Background: an optimization exercise with open tools, aiming at a short achievable clock period and few clock cycles. Do not read the settings as production practice. In this exercise RTL edits were held to simulation tests only and were not proved equivalent to the original.

==> inputs of job 5911 <==
==> flow/design.v (excerpt) <==
module mipsPipeline (
    input  logic        clk,
    input  logic        rst_n,
    output logic [29:0] icacheAddr,
    input  logic [31:0] icacheRdata,
    input  logic        icacheStall,
    output logic        dcacheRen,
    output logic        dcacheWen,
    output logic [29:0] dcacheAddr,
    output logic [31:0] dcacheWdata,
    input  logic [31:0] dcacheRdata,
    input  logic        dcacheStall
);
Settings: LEC_CHECK=0, CAP_MARGIN=20, CORE_MARGIN=10, CORE_UTILIZATION=50, PLACE_DENSITY=0.65, SETUP_SLACK_MARGIN=5, SLEW_MARGIN=20, SYNTH_HIERARCHICAL=1, SYNTH_MINIMUM_KEEP_SIZE=0; clock period 8.0 ns.
standard.sh (not shown) runs the stock make flow with config.mk's settings and CLKGATE_MAP_FILE= SYNTH_SCRIPT=/design/flow/synth_recipe.tcl, a recipe that flattens the netlist after the stock synthesis.
==> flow/flow/run.sh <==
#!/bin/bash
cp standard.sh standard_sh.txt
cp config.mk config_orig.txt
echo 'export ADDER_MAP_FILE =' >> config.mk
bash standard.sh > standard.log 2>&1
==> job 3739: changes against job 5911 <==
--- a/flow/design.v
+++ b/flow/design.v
@@ -262,43 +262,43 @@
     output logic [31:0] s,
     output logic        eq
 );
     logic [31:0] p;
     logic [5:0][31:0] G;
     logic [5:0][31:0] P;
     assign p = a ^ b;
-    assign G[0][0]    = (a[0] & b[0]) | (p[0] & cin);
-    assign G[0][31:1] = a[31:1] & b[31:1];
-    assign P[0]       = p;
+    assign G[0][0]    = ~((a[0] & b[0]) | (p[0] & cin));
+    assign G[0][31:1] = ~(a[31:1] & b[31:1]);
+    assign P[0]       = ~(a ^ b);
     for (genvar l = 0; l < 5; l++) begin : gLevel
         localparam int D = 1 << l;
         for (genvar i = 0; i < 32; i++) begin : gBit
             if (i >= 2 * D) begin : gBlack
-                if (l % 2 == 0) begin : gN
+                if (l % 2 == 1) begin : gN
                     ksBlackN u (.gh(G[l][i]), .ph(P[l][i]), .gl(G[l][i-D]), .pl(P[l][i-D]),
                                 .gn(G[l+1][i]), .pn(P[l+1][i]));
                 end else begin : gP
                     ksBlackP u (.ghN(G[l][i]), .phN(P[l][i]), .glN(G[l][i-D]), .plN(P[l][i-D]),
                                 .g(G[l+1][i]), .p(P[l+1][i]));
                 end
             end else if (i >= D) begin : gGray
-                if (l % 2 == 0) begin : gN
+                if (l % 2 == 1) begin : gN
                     ksGrayN u (.gh(G[l][i]), .ph(P[l][i]), .gl(G[l][i-D]), .gn(G[l+1][i]));
                 end else begin : gP
                     ksGrayP u (.ghN(G[l][i]), .phN(P[l][i]), .glN(G[l][i-D]), .g(G[l+1][i]));
                 end
                 assign P[l+1][i] = 1'b0;     
             end else begin : gPass
                 assign G[l+1][i] = ~G[l][i];
                 assign P[l+1][i] = 1'b0;
             end
         end
     end
     assign s[0]    = p[0] ^ cin;
-    assign s[31:1] = ~(p[31:1] ^ G[5][30:0]);
+    assign s[31:1] = p[31:1] ^ G[5][30:0];
     logic [15:0] e1;
     logic [7:0]  e2;
     logic [3:0]  e3;
     logic [1:0]  e4;
     for (genvar i = 0; i < 16; i++) begin : gEq1
         ksNor2 u (.a(p[2*i]), .b(p[2*i+1]), .y(e1[i]));
     end
@@ -450,15 +450,17 @@
     assign immExt = {{16{dIns[15]}}, dIns[15:0]};
     assign isR    = dValid && (op == OpR) &&
                     (fn == FnAdd || fn == FnSub || fn == FnAnd || fn == FnOr || fn == FnSlt);
     assign isAddi = dValid && (op == OpAddi);
     assign isLw   = dValid && (op == OpLw);
     assign isSw   = dValid && (op == OpSw);
     assign isBeq  = dValid && (op == OpBeq);
-    assign dBt    = dPc1 + immExt[29:0];
+    logic [31:0] dBtSum;
+    ksAdd32 addBt_i (.a({2'b00, dPc1}), .b({2'b00, immExt[29:0]}), .cin(1'b0), .s(dBtSum), .eq());
+    assign dBt    = dBtSum[29:0];
     assign useImm = (op == OpAddi) || (op == OpLw) || (op == OpSw);
     assign wsel     = (op == OpR) ? rd : rt;
     assign regWrite = (isR || isAddi || isLw) && (wsel != 5'd0);
     assign usesRs   = isR || isAddi || isLw || isSw || isBeq;
     assign usesRt   = isR || isSw || isBeq;
     logic [991:0] regQ;
     registerFile registerFile_i (
==> flow/flow/run.sh (replaced) <==
#!/bin/bash
cp standard.sh standard_sh.txt
cp config.mk config_orig.txt
echo 'export ADDER_MAP_FILE =' >> config.mk
bash standard.sh MATCH_CELL_FOOTPRINT=0 "BUFFER_PORTS_ARGS=-buffer_cell sky130_fd_sc_hd__buf_4" finish > standard.log 2>&1
- CORE_UTILIZATION: 50 -> 40
- PLACE_DENSITY: 0.65 -> 0.55
==> job 8209: changes against job 5911 <==
--- a/flow/design.v
+++ b/flow/design.v
@@ -147,44 +147,40 @@
 `timescale 1ns/1ns
 module fetchNext (
     input  logic [31:0] ins,
     input  logic [29:0] pc,
     input  logic [29:0] takenTgt,   
     input  logic        taken,      
     input  logic        stall,
-    input  logic        hold,       
-    input  logic        run,        
     output logic [29:0] pc1,
     output logic [29:0] next,
     output logic        redir
 );
     logic        isJ, take;
     logic [5:0]  lo;
     logic [24:0] hiUp, hiDn;
     logic [29:0] jt, bt, tgt, seq;
-    logic        sT, sR, sS, sH, ok;
+    logic        sT, sR, sS;
     assign pc1  = pc + 30'd1;
     assign hiUp = pc[29:5] + 25'd1;
     assign hiDn = pc[29:5] - 25'd1;
     logic        stay;
     fetchDecide fetchDecide_i (.ins(ins), .taken(taken), .isJ(isJ), .redir(redir), .take(take),
                                .stay(stay));
     assign lo    = {1'b0, pc[4:0]} + {1'b0, ins[4:0]} + 6'd1;
     assign jt    = {pc1[29:26], ins[25:0]};
     assign bt    = {ins[15] ? (lo[5] ? pc[29:5] : hiDn) : (lo[5] ? hiUp : pc[29:5]), lo[4:0]};
     assign seq = stall ? pc : pc1;
     assign tgt = isJ ? jt : bt;
-    assign ok  = run & ~hold;
-    assign sT  = taken & ok;
-    assign sR  = take & ok;              
-    assign sS  = stay & ok;              
-    assign sH  = hold & run;
+    assign sT  = taken;
+    assign sR  = take;                   
+    assign sS  = stay;                   
     for (genvar i = 0; i < 30; i++) begin : gNext
-        mux4oh u (.s0(sT), .d0(takenTgt[i]), .s1(sR), .d1(tgt[i]), .s2(sS), .d2(seq[i]),
-                  .s3(sH), .d3(pc[i]), .y(next[i]));
+        mux3oh u (.s0(sT), .d0(takenTgt[i]), .s1(sR), .d1(tgt[i]), .s2(sS), .d2(seq[i]),
+                  .y(next[i]));
     end
 endmodule
 module fetchDecide (
     input  logic [31:0] ins,
     input  logic        taken,
     output logic        isJ,
     output logic        redir,
@@ -209,20 +205,14 @@
 module mux3oh (input logic s0, d0, s1, d1, s2, d2, output logic y);
     logic n01;
     rtAoi22 u01 (.a1(s0), .b1(d0), .a2(s1), .b2(d1), .y(n01));
     logic n2;
     ksNand2 u2 (.a(s2), .b(d2), .y(n2));
     ksNand2 uy (.a(n01), .b(n2), .y(y));
 endmodule
-module mux4oh (input logic s0, d0, s1, d1, s2, d2, s3, d3, output logic y);
-    logic n01, n23;
-    rtAoi22 u01 (.a1(s0), .b1(d0), .a2(s1), .b2(d1), .y(n01));
-    rtAoi22 u23 (.a1(s2), .b1(d2), .a2(s3), .b2(d3), .y(n23));
-    ksNand2 uy (.a(n01), .b(n23), .y(y));
-endmodule
 `timescale 1ns/1ns
 module aluFwd (
     input  logic [31:0] a,
     input  logic [31:0] b,           
     input  logic        bInv,        
     input  logic        opArith,     
     input  logic        opAnd,
@@ -329,28 +319,23 @@
 endmodule
 module ksNor2 (input logic a, b, output logic y);
     assign y = ~(a | b);
 endmodule
 module ksNand2 (input logic a, b, output logic y);
     assign y = ~(a & b);
 endmodule
-module mux3ohW #(
+module holdMux #(
     parameter int W = 1
 ) (
-    input  logic         sq,
+    input  logic         hold,
     input  logic [W-1:0] q,
-    input  logic         sm,
-    input  logic [W-1:0] m,
-    input  logic         sd,
     input  logic [W-1:0] d,
     output logic [W-1:0] y
 );
-    for (genvar i = 0; i < W; i++) begin : gBit
-        mux3oh u (.s0(sq), .d0(q[i]), .s1(sm), .d1(m[i]), .s2(sd), .d2(d[i]), .y(y[i]));
-    end
+    assign y = hold ? q : d;
 endmodule
 `timescale 1ns/1ns
 module mipsPipeline (
     input  logic        clk,
     input  logic        rst_n,
     output logic [29:0] icacheAddr,
     input  logic [31:0] icacheRdata,
@@ -394,35 +379,34 @@
     logic [31:0] wData;
     logic [31:0] aluOut;
     logic        stallD;
     logic        takenE;
     logic [29:0] dBt;
     logic [29:0] pc1, pcNext;
     logic        fRedir;
-    logic [29:0] icAddr;
+    logic [29:0] icAddr, icAddrNext;
     assign icacheAddr = icAddr;
+    holdMux #(.W(30)) holdI_i (.hold(freeze), .q(icAddr), .d(pcNext), .y(icAddrNext));
     always_ff @(posedge clk) begin
-        icAddr <= pcNext;
+        icAddr <= rst_n ? icAddrNext : 30'd0;
     end
     fetchNext fetchNext_i (
         .ins      (icacheRdata),
         .pc       (pc),
         .takenTgt (eBt),
         .taken    (takenE),
         .stall    (stallD),
-        .hold     (freeze),
-        .run      (rst_n),
         .pc1      (pc1),
         .next     (pcNext),
         .redir    (fRedir)
     );
     always_ff @(posedge clk or negedge rst_n) begin
         if (!rst_n) begin
             pc <= '0;
-        end else begin
+        end else if (!freeze) begin
             pc <= pcNext;
         end
     end
     always_ff @(posedge clk or negedge rst_n) begin
         if (!rst_n) begin
             dValid <= 1'b0;
         end else if (!freeze) begin
@@ -556,37 +540,30 @@
                 eRead     <= isLw && !early;
                 eWrite    <= isSw && !early;
                 eELoad    <= isLw && early;
                 eBeq      <= isBeq;
             end
         end
     end
-    logic        pRenNext, pWenNext;
-    logic [29:0] pAddrNext;
-    logic [31:0] pWdataNext;
-    logic pSelQ, pSelM, pSelD;
-    assign pSelQ = freeze;
-    assign pSelM = !freeze && (eRead || eWrite);
-    assign pSelD = !freeze && !(eRead || eWrite);
-    mux3ohW #(.W(62)) muxP_i (
-        .sq (pSelQ), .q ({pAddr, pWdata}),
-        .sm (pSelM), .m ({aluOut[31:2], eS}),
-        .sd (pSelD), .d ({immExt[31:2], valS}),
-        .y  ({pAddrNext, pWdataNext})
-    );
-    mux3ohW #(.W(2)) muxPen_i (
-        .sq (pSelQ && rst_n), .q ({pRen, pWen}),
-        .sm (pSelM && rst_n), .m ({eRead, eWrite}),
-        .sd (pSelD && rst_n), .d ({isLw && early && !takenE && !stallD,
-                                   isSw && early && !takenE && !stallD}),
-        .y  ({pRenNext, pWenNext})
+    logic        pRenNew, pWenNew, pRenNext, pWenNext;
+    logic [29:0] pAddrNew, pAddrNext;
+    logic [31:0] pWdataNew, pWdataNext;
+    assign pRenNew   = (eRead || eWrite) ? eRead  : (isLw && early && !takenE && !stallD);
+    assign pWenNew   = (eRead || eWrite) ? eWrite : (isSw && early && !takenE && !stallD);
+    assign pAddrNew  = (eRead || eWrite) ? aluOut[31:2] : immExt[31:2];
+    assign pWdataNew = (eRead || eWrite) ? eS : valS;
+    holdMux #(.W(64)) holdP_i (
+        .hold (freeze),
+        .q    ({pRen, pWen, pAddr, pWdata}),
+        .d    ({pRenNew, pWenNew, pAddrNew, pWdataNew}),
+        .y    ({pRenNext, pWenNext, pAddrNext, pWdataNext})
     );
     always_ff @(posedge clk) begin
-        pRen <= pRenNext;
-        pWen <= pWenNext;
+        pRen <= rst_n && pRenNext;
+        pWen <= rst_n && pWenNext;
     end
     always_ff @(posedge clk) begin
         pAddr  <= pAddrNext;
         pWdata <= pWdataNext;
     end
     always_ff @(posedge clk) begin
         if (!freeze) begin
- CORE_UTILIZATION: 50 -> 30
- PLACE_DENSITY: 0.65 -> 0.4
==> results.json <==
{
  "vdd_drop_max_v": 0.000235,
  "dieArea_sq_mm": 0.210,
  "p_per_area_mw_per_mm2": 210,
  "status": "complete, no violations",
  "place_hpwl_um": 224000,
  "wl_um": 377000,
  "first_pass_iters": 6,
  "synth_edf_count": 371,
  "ctsLongestPathBuffers": 3,
  "clkCellAreaFrac_pct": 5.45,
  "reg2reg_setup_slack_ns": 4.95,
  "yosysMostFrequentCell": "a22oi_2",
  "start_util_pct": 50.4,
  "met3_usage_pct": 8.19,
  "final_cells": 10700,
  "signal_buffers": 500,
  "antenna_found_initial": 4,
  "buffer_area_share_pct": 3.81,
  "synthMuxAreaShare_pct": 14.0
}
That was job 5911.
==> results.json <==
{
  "status": "complete, no violations",
  "met3_usage_pct": 6.96,
  "signal_buffers": 467,
  "core-area_sq_mm": 0.241,
  "ctsLongestPathBuffers": 3,
  "antenna_found_initial": 6,
  "grt_pass1_vias": 73900,
  "vdd_drop_max_v": 0.000190,
  "clkCellAreaFrac_pct": 5.53,
  "buffer_area_share_pct": 3.52,
  "p_per_area_mw_per_mm2": 204,
  "first_pass_iters": 6,
  "final_cells": 11500,
  "place_hpwl_um": 238000,
  "grtUsageMet1_pct": 39.9,
  "start_util_pct": 40.2,
  "dieArea_sq_mm": 0.262,
  "reg2reg_setup_slack_ns": 4.92,
  "wl_um": 404000,
  "max_stage_delay_ns": 0.49
}
That was job 3739.
==> results.json <==
{
  "wl_um": 452000,
  "yosysMostFrequentCell": "a22oi_2",
  "buffer_area_share_pct": 4.89,
  "ctsLongestPathBuffers": 4,
  "place_hpwl_um": 278000,
  "status": "complete, no violations",
  "antenna_found_initial": 5,
  "final_cells": 12800,
  "p_per_area_mw_per_mm2": 229,
  "clkCellAreaFrac_pct": 5.74
}
That was job 8209.
Testbench counts of job 5911, summed over its fixed seeds: cycles 155,364.
Testbench counts of job 3739, summed over its fixed seeds: cycles 155,364.
Testbench counts of job 8209, summed over its fixed seeds: cycles 155,364.

========
==> run a: inputs <==
Another version of the RTL of mipsPipeline (not shown whole).
==> flow/config.mk <==
export PLATFORM = sky130hd
export DESIGN_NAME = mipsPipeline
export DESIGN_NICKNAME = mipsPipeline
export VERILOG_FILES = /design/flow/design.v
export SDC_FILE = /design/flow/constraint.sdc
export NUM_CORES = 4
export LEC_CHECK = 0
export CAP_MARGIN = 20
export CORE_MARGIN = 10
export CORE_UTILIZATION = 30
export PLACE_DENSITY = 0.4
export SETUP_SLACK_MARGIN = 5
export SLEW_MARGIN = 20
export SYNTH_HIERARCHICAL = 1
export SYNTH_MINIMUM_KEEP_SIZE = 0
export ADDER_MAP_FILE =
==> flow/constraint.sdc <==
create_clock -name core_clock -period 8.0 [get_ports {clk}]
set_input_delay 1.6000 -clock core_clock [delete_from_list [all_inputs] [get_ports {clk}]]
set_output_delay 1.6000 -clock core_clock [all_outputs]
set_load 0.01 [all_outputs]
==> flow/flow/run.sh <==
#!/bin/bash
cp standard.sh standard_sh.txt
cp config.mk config_orig.txt
echo 'export ADDER_MAP_FILE =' >> config.mk
bash standard.sh > standard.log 2>&1
==> run b: changes against run a <==
--- a/flow/design.v
+++ b/flow/design.v
@@ -102,49 +102,43 @@
         for (int i = 1; i < 32; i++) begin
             readA = readA | ({32{readSelA[i]}} & regs[i]);
             readB = readB | ({32{readSelB[i]}} & regs[i]);
         end
     end
 endmodule
 `timescale 1ns/1ns
-module addKS #(
-    parameter int W = 32,
-    parameter int L = 5             
-) (
-    input  logic [W-1:0] a,
-    input  logic [W-1:0] b,
-    input  logic         cin,
-    output logic [W-1:0] s,
-    output logic         cout
+module fetchNext (
+    input  logic [31:0] ins,
+    input  logic [29:0] pc,
+    input  logic [29:0] takenTgt,   
+    input  logic        taken,      
+    input  logic        stall,
+    output logic [29:0] pc1,
+    output logic [29:0] next,
+    output logic        redir
 );
-    logic [W-1:0] p;
-    logic [W-1:0] g [L+1];
-    logic [W-1:0] t [L+1];
-    always_comb begin
-        p    = a ^ b;
-        g[0] = a & b;
-        t[0] = p;
-        for (int l = 0; l < L; l++) begin
-            for (int i = 0; i < W; i++) begin
-                if (i >= (1 << l)) begin
-                    g[l+1][i] = g[l][i] | (t[l][i] & g[l][i - (1 << l)]);
-                    t[l+1][i] = t[l][i] & t[l][i - (1 << l)];
-                end else begin
-                    g[l+1][i] = g[l][i];
-                    t[l+1][i] = t[l][i];
-                end
-            end
-        end
-        s[0] = p[0] ^ cin;
-        for (int i = 1; i < W; i++) begin
-            s[i] = p[i] ^ (g[L][i-1] | (t[L][i-1] & cin));
-        end
-        cout = g[L][W-1] | (t[L][W-1] & cin);
-    end
+    localparam logic [5:0] OpJ = 6'h02, OpBeq = 6'h04;
+    logic        isJ, isBs, short;
+    logic [5:0]  lo;
+    logic [24:0] hiUp, hiDn;
+    logic [29:0] jt, bt, early;
+    assign pc1  = pc + 30'd1;
+    assign hiUp = pc[29:5] + 25'd1;
+    assign hiDn = pc[29:5] - 25'd1;
+    assign isJ   = (ins[31:26] == OpJ);
+    assign isBs  = (ins[31:26] == OpBeq) && (ins[25:21] == ins[20:16]);
+    assign short = (ins[15:5] == 11'h000) || (ins[15:5] == 11'h7ff);
+    assign lo    = {1'b0, pc[4:0]} + {1'b0, ins[4:0]} + 6'd1;
+    assign jt    = {pc1[29:26], ins[25:0]};
+    assign bt    = {ins[15] ? (lo[5] ? pc[29:5] : hiDn) : (lo[5] ? hiUp : pc[29:5]), lo[4:0]};
+    assign early = taken ? takenTgt : (stall ? pc : pc1);
+    assign redir = isJ || (isBs && short);
+    assign next  = (redir && !taken) ? (isJ ? jt : bt) : early;
 endmodule
+`timescale 1ns/1ns
 module aluFwd (
     input  logic [31:0] a,
     input  logic [31:0] b,           
     input  logic        bInv,        
     input  logic        opArith,     
     input  logic        opAnd,
     input  logic        opOr,
@@ -236,59 +230,49 @@
     logic [31:0] mAlu;
     logic        pRen, pWen;
     logic [29:0] pAddr;
     logic [31:0] pWdata;
     logic [31:0] wbData;
     logic [31:0] aluOut;
     logic        stallD;
-    logic        takenD;
     logic        takenE;
     logic [29:0] dBt;
-    logic [29:0] pc1;
-    logic        fJ, fBs, fShort;
-    logic [29:0] fJt, fBt;
-    logic [5:0]  fBtLo;
-    logic [24:0] fHi, fHiUp, fHiDn;
+    logic [29:0] pc1, pcNext;
+    logic        fRedir;
     logic [31:0] fRsSel, fRtSel;
     assign icacheAddr = pc;
-    assign pc1 = pc + 30'd1;
-    assign fJ  = (icacheRdata[31:26] == OpJ);
-    assign fBs = (icacheRdata[31:26] == OpBeq) && (icacheRdata[25:21] == icacheRdata[20:16]);
-    assign fJt = {pc1[29:26], icacheRdata[25:0]};
-    assign fShort = (icacheRdata[15:5] == 11'h000) || (icacheRdata[15:5] == 11'h7ff);
-    assign fBtLo  = {1'b0, pc1[4:0]} + {1'b0, icacheRdata[4:0]};
-    assign fHi    = pc1[29:5];
-    assign fHiUp  = fHi + 25'd1;
-    assign fHiDn  = fHi - 25'd1;
-    assign fBt[4:0]  = fBtLo[4:0];
-    assign fBt[29:5] = icacheRdata[15] ? (fBtLo[5] ? fHi : fHiDn)
-                                       : (fBtLo[5] ? fHiUp : fHi);
+    fetchNext fetchNext_i (
+        .ins      (icacheRdata),
+        .pc       (pc),
+        .takenTgt (eBt),
+        .taken    (takenE),
+        .stall    (stallD),
+        .pc1      (pc1),
+        .next     (pcNext),
+        .redir    (fRedir)
+    );
     always_comb begin
         fRsSel = '0;
         fRtSel = '0;
         fRsSel[icacheRdata[25:21]] = 1'b1;
         fRtSel[icacheRdata[20:16]] = 1'b1;
     end
     always_ff @(posedge clk or negedge rst_n) begin
         if (!rst_n) begin
             pc <= '0;
         end else if (!freeze) begin
-            if (takenE)             pc <= eBt;
-            else if (takenD)        pc <= dBt;
-            else if (fJ)            pc <= fJt;
-            else if (fBs && fShort) pc <= fBt;
-            else if (!stallD)       pc <= pc1;
+            pc <= pcNext;
         end
     end
     always_ff @(posedge clk or negedge rst_n) begin
         if (!rst_n) begin
             dValid <= 1'b0;
         end else if (!freeze) begin
-            if (takenE || takenD) dValid <= 1'b0;
-            else if (!stallD)     dValid <= !(fJ || (fBs && fShort));
+            if (takenE)           dValid <= 1'b0;
+            else if (!stallD)     dValid <= !fRedir;
         end
     end
     always_ff @(posedge clk) begin
         if (!freeze && !stallD) begin
             dIns   <= icacheRdata;
             dPc1   <= pc1;
             dRsSel <= fRsSel[31:1];
@@ -308,16 +292,15 @@
     assign rd = dIns[15:11];
     assign immExt = {{16{dIns[15]}}, dIns[15:0]};
     assign isR    = dValid && (op == OpR) &&
                     (fn == FnAdd || fn == FnSub || fn == FnAnd || fn == FnOr || fn == FnSlt);
     assign isAddi = dValid && (op == OpAddi);
     assign isLw   = dValid && (op == OpLw);
     assign isSw   = dValid && (op == OpSw);
-    assign isBeq  = dValid && (op == OpBeq) && (rs != rt);
-    assign takenD = dValid && (op == OpBeq) && (rs == rt);
+    assign isBeq  = dValid && (op == OpBeq);
     assign dBt    = dPc1 + immExt[29:0];
     assign useImm = (op == OpAddi) || (op == OpLw) || (op == OpSw);
     assign wsel     = (op == OpR) ? rd : rt;
     assign regWrite = (isR || isAddi || isLw) && (wsel != 5'd0);
     assign usesRs   = isR || isAddi || isLw || isSw || isBeq;
     assign usesRt   = isR || isSw || isBeq;
     assign stallD = eRead && eRegWrite &&
==> run c: changes against run a <==
--- a/flow/design.v
+++ b/flow/design.v
@@ -102,49 +102,46 @@
         for (int i = 1; i < 32; i++) begin
             readA = readA | ({32{readSelA[i]}} & regs[i]);
             readB = readB | ({32{readSelB[i]}} & regs[i]);
         end
     end
 endmodule
 `timescale 1ns/1ns
-module addKS #(
-    parameter int W = 32,
-    parameter int L = 5             
-) (
-    input  logic [W-1:0] a,
-    input  logic [W-1:0] b,
-    input  logic         cin,
-    output logic [W-1:0] s,
-    output logic         cout
+module fetchNext (
+    input  logic [31:0] ins,
+    input  logic [29:0] pc,
+    input  logic [29:0] takenTgt,   
+    input  logic        taken,      
+    input  logic        stall,
+    input  logic        predT,      
+    output logic [29:0] pc1,
+    output logic [29:0] next,
+    output logic        redir,      
+    output logic        predTk      
 );
-    logic [W-1:0] p;
-    logic [W-1:0] g [L+1];
-    logic [W-1:0] t [L+1];
-    always_comb begin
-        p    = a ^ b;
-        g[0] = a & b;
-        t[0] = p;
-        for (int l = 0; l < L; l++) begin
-            for (int i = 0; i < W; i++) begin
-                if (i >= (1 << l)) begin
-                    g[l+1][i] = g[l][i] | (t[l][i] & g[l][i - (1 << l)]);
-                    t[l+1][i] = t[l][i] & t[l][i - (1 << l)];
-                end else begin
-                    g[l+1][i] = g[l][i];
-                    t[l+1][i] = t[l][i];
-                end
-            end
-        end
-        s[0] = p[0] ^ cin;
-        for (int i = 1; i < W; i++) begin
-            s[i] = p[i] ^ (g[L][i-1] | (t[L][i-1] & cin));
-        end
-        cout = g[L][W-1] | (t[L][W-1] & cin);
-    end
+    localparam logic [5:0] OpJ = 6'h02, OpBeq = 6'h04;
+    logic        isJ, isBs, short;
+    logic [5:0]  lo;
+    logic [24:0] hiUp, hiDn;
+    logic [29:0] jt, bt, early;
+    assign pc1  = pc + 30'd1;
+    assign hiUp = pc[29:5] + 25'd1;
+    assign hiDn = pc[29:5] - 25'd1;
+    assign isJ   = (ins[31:26] == OpJ);
+    assign isBs  = (ins[31:26] == OpBeq) && (ins[25:21] == ins[20:16]);
+    assign short = (ins[15:5] == 11'h000) || (ins[15:5] == 11'h7ff);
+    assign lo    = {1'b0, pc[4:0]} + {1'b0, ins[4:0]} + 6'd1;
+    assign jt    = {pc1[29:26], ins[25:0]};
+    assign bt    = {ins[15] ? (lo[5] ? pc[29:5] : hiDn) : (lo[5] ? hiUp : pc[29:5]), lo[4:0]};
+    assign early = taken ? takenTgt : (stall ? pc : pc1);
+    assign redir  = isJ || (isBs && short);
+    assign predTk = (ins[31:26] == OpBeq) && !isBs && short && predT && !stall;
+    assign next   = ((redir || predTk) && !taken) ? (isJ ? jt : bt) : early;
 endmodule
+`timescale 1ns/1ns
 module aluFwd (
     input  logic [31:0] a,
     input  logic [31:0] b,           
     input  logic        bInv,        
     input  logic        opArith,     
     input  logic        opAnd,
     input  logic        opOr,
@@ -219,82 +216,93 @@
                            FnSlt = 6'h2a;
     logic freeze;
     assign freeze = icacheStall || dcacheStall;
     logic [29:0] pc;             
     logic        dValid;
     logic [31:0] dIns;
     logic [29:0] dPc1;
+    logic        dPred;          
     logic [31:1] dRsSel, dRtSel;
     logic        eRegWrite, eRead, eWrite, eBeq;    
     logic        eELoad;                            
     logic        eArith, eInv, eAnd, eOr, eSlt;
     logic [4:0]  eWsel;
     logic [31:0] eA, eB, eS;
     logic [29:0] eBt;
+    logic        ePred;
+    logic [29:0] eFall;          
+    logic [5:0]  eIdx;           
     logic        mRegWrite, mRead;
     logic [4:0]  mWsel;
     logic [31:1] mWsel1h;
     logic [31:0] mAlu;
     logic        pRen, pWen;
     logic [29:0] pAddr;
     logic [31:0] pWdata;
     logic [31:0] wbData;
+    logic        wRegWrite;
+    logic [4:0]  wWsel;
+    logic [31:1] wWsel1h;
+    logic [31:0] wData;
     logic [31:0] aluOut;
     logic        stallD;
-    logic        takenD;
     logic        takenE;
     logic [29:0] dBt;
-    logic [29:0] pc1;
-    logic        fJ, fBs, fShort;
-    logic [29:0] fJt, fBt;
-    logic [5:0]  fBtLo;
-    logic [24:0] fHi, fHiUp, fHiDn;
+    logic [29:0] pc1, pcNext;
+    logic        fRedir, fPredTk;
+    logic [1:0]  bpCtr [64];
+    logic        fPred;
+    always_ff @(posedge clk or negedge rst_n) begin
+        if (!rst_n) begin
+            fPred <= 1'b0;
+        end else if (!freeze) begin
+            if (takenE || fRedir || fPredTk) fPred <= 1'b0;
+            else if (!stallD)                fPred <= bpCtr[pc1[5:0]][1];
+        end
+    end
     logic [31:0] fRsSel, fRtSel;
     assign icacheAddr = pc;
-    assign pc1 = pc + 30'd1;
-    assign fJ  = (icacheRdata[31:26] == OpJ);
-    assign fBs = (icacheRdata[31:26] == OpBeq) && (icacheRdata[25:21] == icacheRdata[20:16]);
-    assign fJt = {pc1[29:26], icacheRdata[25:0]};
-    assign fShort = (icacheRdata[15:5] == 11'h000) || (icacheRdata[15:5] == 11'h7ff);
-    assign fBtLo  = {1'b0, pc1[4:0]} + {1'b0, icacheRdata[4:0]};
-    assign fHi    = pc1[29:5];
-    assign fHiUp  = fHi + 25'd1;
-    assign fHiDn  = fHi - 25'd1;
-    assign fBt[4:0]  = fBtLo[4:0];
-    assign fBt[29:5] = icacheRdata[15] ? (fBtLo[5] ? fHi : fHiDn)
-                                       : (fBtLo[5] ? fHiUp : fHi);
+    fetchNext fetchNext_i (
+        .ins      (icacheRdata),
+        .pc       (pc),
+        .takenTgt (ePred ? eFall : eBt),
+        .taken    (takenE),
+        .predT    (fPred),
+        .predTk   (fPredTk),
+        .stall    (stallD),
+        .pc1      (pc1),
+        .next     (pcNext),
+        .redir    (fRedir)
+    );
     always_comb begin
         fRsSel = '0;
         fRtSel = '0;
         fRsSel[icacheRdata[25:21]] = 1'b1;
         fRtSel[icacheRdata[20:16]] = 1'b1;
     end
     always_ff @(posedge clk or negedge rst_n) begin
         if (!rst_n) begin
             pc <= '0;
         end else if (!freeze) begin
-            if (takenE)             pc <= eBt;
-            else if (takenD)        pc <= dBt;
-            else if (fJ)            pc <= fJt;
-            else if (fBs && fShort) pc <= fBt;
-            else if (!stallD)       pc <= pc1;
+            pc <= pcNext;
         end
     end
     always_ff @(posedge clk or negedge rst_n) begin
         if (!rst_n) begin
             dValid <= 1'b0;
         end else if (!freeze) begin
-            if (takenE || takenD) dValid <= 1'b0;
-            else if (!stallD)     dValid <= !(fJ || (fBs && fShort));
+            if (takenE)           dValid <= 1'b0;
+            else if (!stallD)     dValid <= !fRedir;
         end
     end
     always_ff @(posedge clk) begin
         if (!freeze && !stallD) begin
             dIns   <= icacheRdata;
             dPc1   <= pc1;
+            dPred  <= fPredTk;
             dRsSel <= fRsSel[31:1];
             dRtSel <= fRtSel[31:1];
         end
     end
     logic [5:0]  op, fn;
     logic [4:0]  rs, rt, rd, wsel;
     logic [31:0] immExt;
@@ -308,43 +316,44 @@
     assign rd = dIns[15:11];
     assign immExt = {{16{dIns[15]}}, dIns[15:0]};
     assign isR    = dValid && (op == OpR) &&
                     (fn == FnAdd || fn == FnSub || fn == FnAnd || fn == FnOr || fn == FnSlt);
     assign isAddi = dValid && (op == OpAddi);
     assign isLw   = dValid && (op == OpLw);
     assign isSw   = dValid && (op == OpSw);
-    assign isBeq  = dValid && (op == OpBeq) && (rs != rt);
-    assign takenD = dValid && (op == OpBeq) && (rs == rt);
+    assign isBeq  = dValid && (op == OpBeq);
     assign dBt    = dPc1 + immExt[29:0];
     assign useImm = (op == OpAddi) || (op == OpLw) || (op == OpSw);
     assign wsel     = (op == OpR) ? rd : rt;
     assign regWrite = (isR || isAddi || isLw) && (wsel != 5'd0);
     assign usesRs   = isR || isAddi || isLw || isSw || isBeq;
     assign usesRt   = isR || isSw || isBeq;
     assign stallD = eRead && eRegWrite &&
                     ((usesRs && eWsel == rs) || (usesRt && eWsel == rt));
     registerFile registerFile_i (
         .clk       (clk),
         .rst_n     (rst_n),
-        .writeSel  (mWsel1h),
-        .writeData (wbData),
+        .writeSel  (wWsel1h),
+        .writeData (wData),
         .readSelA  (dRsSel),
         .readSelB  (dRtSel),
         .readA     (regA),
         .readB     (regB)
     );
-    logic matchEA, matchEB, matchMA, matchMB;
+    logic matchEA, matchEB, matchMA, matchMB, matchWA, matchWB;
+    assign matchWA = wRegWrite && (wWsel == rs);
+    assign matchWB = wRegWrite && (wWsel == rt);
     assign matchEA = eRegWrite && (eWsel == rs);
     assign matchEB = eRegWrite && (eWsel == rt);
     assign matchMA = mRegWrite && (mWsel == rs);
     assign matchMB = mRegWrite && (mWsel == rt);
     logic early;
     assign early = (isLw || (isSw && !matchEB)) && (rs == 5'd0) && !(eRead || eWrite);
-    assign valA = matchMA ? wbData : regA;
-    assign valB = matchMB ? wbData : regB;
+    assign valA = matchMA ? wbData : (matchWA ? wData : regA);
+    assign valB = matchMB ? wbData : (matchWB ? wData : regB);
     logic fwdB;
     assign fwdB = !useImm && matchEB;
     logic invB;
     assign invB = isR && (fn == FnSub || fn == FnSlt);
     always_ff @(posedge clk or negedge rst_n) begin
         if (!rst_n) begin
             eRegWrite <= 1'b0;
@@ -401,14 +410,17 @@
             eOr   <= isR && fn == FnOr;
             eSlt  <= isR && fn == FnSlt;
             eWsel <= wsel;
             eA    <= nextA;
             eB    <= nextB;
             eS    <= nextS;
             eBt   <= dBt;
+            ePred <= dPred;
+            eFall <= dPc1;
+            eIdx  <= dPc1[5:0] - 6'd1;
         end
     end
     logic [31:0] wsel1h;
     logic eqE;
     aluFwd aluFwd_i (
         .a        (eA),
         .b        (eB),
@@ -427,15 +439,23 @@
         .altS     (valB),
         .res      (aluOut),
         .nextA    (nextA),
         .nextB    (nextB),
         .nextS    (nextS),
         .eq       (eqE)
     );
-    assign takenE = eBeq && eqE;
+    assign takenE = eBeq && (eqE != ePred);
+    always_ff @(posedge clk or negedge rst_n) begin
+        if (!rst_n) begin
+            for (int i = 0; i < 64; i++) bpCtr[i] <= 2'b01;
+        end else if (!freeze && eBeq) begin
+            if (eqE) bpCtr[eIdx] <= (bpCtr[eIdx] == 2'b11) ? 2'b11 : bpCtr[eIdx] + 2'b01;
+            else     bpCtr[eIdx] <= (bpCtr[eIdx] == 2'b00) ? 2'b00 : bpCtr[eIdx] - 2'b01;
+        end
+    end
     always_comb begin
         wsel1h = '0;
         wsel1h[eWsel] = eRegWrite;
     end
     always_ff @(posedge clk or negedge rst_n) begin
         if (!rst_n) begin
             mRegWrite <= 1'b0;
@@ -454,8 +474,23 @@
         end
     end
     assign dcacheRen   = pRen;
     assign dcacheWen   = pWen;
     assign dcacheAddr  = pAddr;
     assign dcacheWdata = pWdata;
     assign wbData      = mRead ? dcacheRdata : mAlu;
+    always_ff @(posedge clk or negedge rst_n) begin
+        if (!rst_n) begin
+            wRegWrite <= 1'b0;
+            wWsel1h   <= '0;
+        end else if (!freeze) begin
+            wRegWrite <= mRegWrite;
+            wWsel1h   <= mWsel1h;
+        end
+    end
+    always_ff @(posedge clk) begin
+        if (!freeze) begin
+            wWsel <= mWsel;
+            wData <= wbData;
+        end
+    end
 endmodule
==> results.txt <==
| quantity | run b | run a | run c |
|---|---|---|---|
| Status | complete, no violations | complete, no violations | complete, no violations |
| Placed cell count | 9,518 | 9,533 | 11.0k |
| Starting utilization of the core area | 30.2% | 30.2% | 30.1% |
| Critical path launch point type | flop | input pin | flop |
| Final standard cell area without fillers | 0.0912 mm2 | 0.0917 mm2 | 0.106 mm2 |
| Number of CTS-inserted buffers | 171 | 170 | 205 |
| Worst Path Max Fanout | 4 | 4 | 32 |
| Critical path's largest stage delay | 0.41 ns | 0.54 ns | 0.61 ns |
| Synth unique cells | 116 | 99 | 115 |
| Met3 layer wire length in the routed design | 18.0 mm | 16.5 mm | 21.6 mm |
| Highest Clock Rate | 294 MHz | 276 MHz | 283 MHz |
| Initial detailed-routing violation count | 6,235 | 6,058 | 6,989 |
| R2R Path Start | eB[0]$_DFFE_PN_ | eB[17]$_DFFE_PP_ | dRtSel[2]$_DFFE_PP_ |
| Pin count of the biggest net entering global routing | 114 | 150 | 147 |
Testbench counts of run a, summed over its fixed seeds: cycles 155,364.
Testbench counts of run b, summed over its fixed seeds: cycles 155,364.
Testbench counts of run c, summed over its fixed seeds: cycles 154,328.

-- what the ideal ports hide --
How much do the figures lean on ideal ports? The routed layouts below were timed once more, with nothing changed but the port constraints.
Step 1 (the two cells are an assumption about what drives the block):
set clk [get_ports {clk}]
set_driving_cell -lib_cell sky130_fd_sc_hd__clkbuf_16 $clk
set_driving_cell -lib_cell sky130_fd_sc_hd__buf_2 [delete_from_list [all_inputs] $clk]
Step 2 also shifts input and output timing later by t, the mid clock arrival at the registers, as if the neighbouring blocks saw the same clock.
Three values: ideal, step 1, step 2; two values: the first two.
run	t, ns	slack for setup (ns)	worst setup path at the end	worst register clock-pin slew, ns	worst data-port slew with drivers (ns)
job 5911	0.929	4.952 / 4.941 / 4.094	input to register	0.07 / 0.07	0.09
job 3739	0.931	4.858 / 4.917 / 3.991	input to register	0.07 / 0.07	0.09
job 8209	1.010	4.902 / 4.861 / 3.985	input to register	0.07 / 0.07	0.11
run a	0.905	4.376 / 4.418 / 3.514	input to register	0.07 / 0.07	0.10
run b	0.901	4.594 / 4.594 / 3.882	input to register	0.07 / 0.07	0.09
run c	0.963	4.469 / 4.469 / 3.727	input to register	0.07 / 0.07	0.10
After both steps setup and hold are still met in every run listed. For job 8209, which loses most, drivers alone change the setup slack by -0.041 ns; drivers and shift together by -0.917 ns.
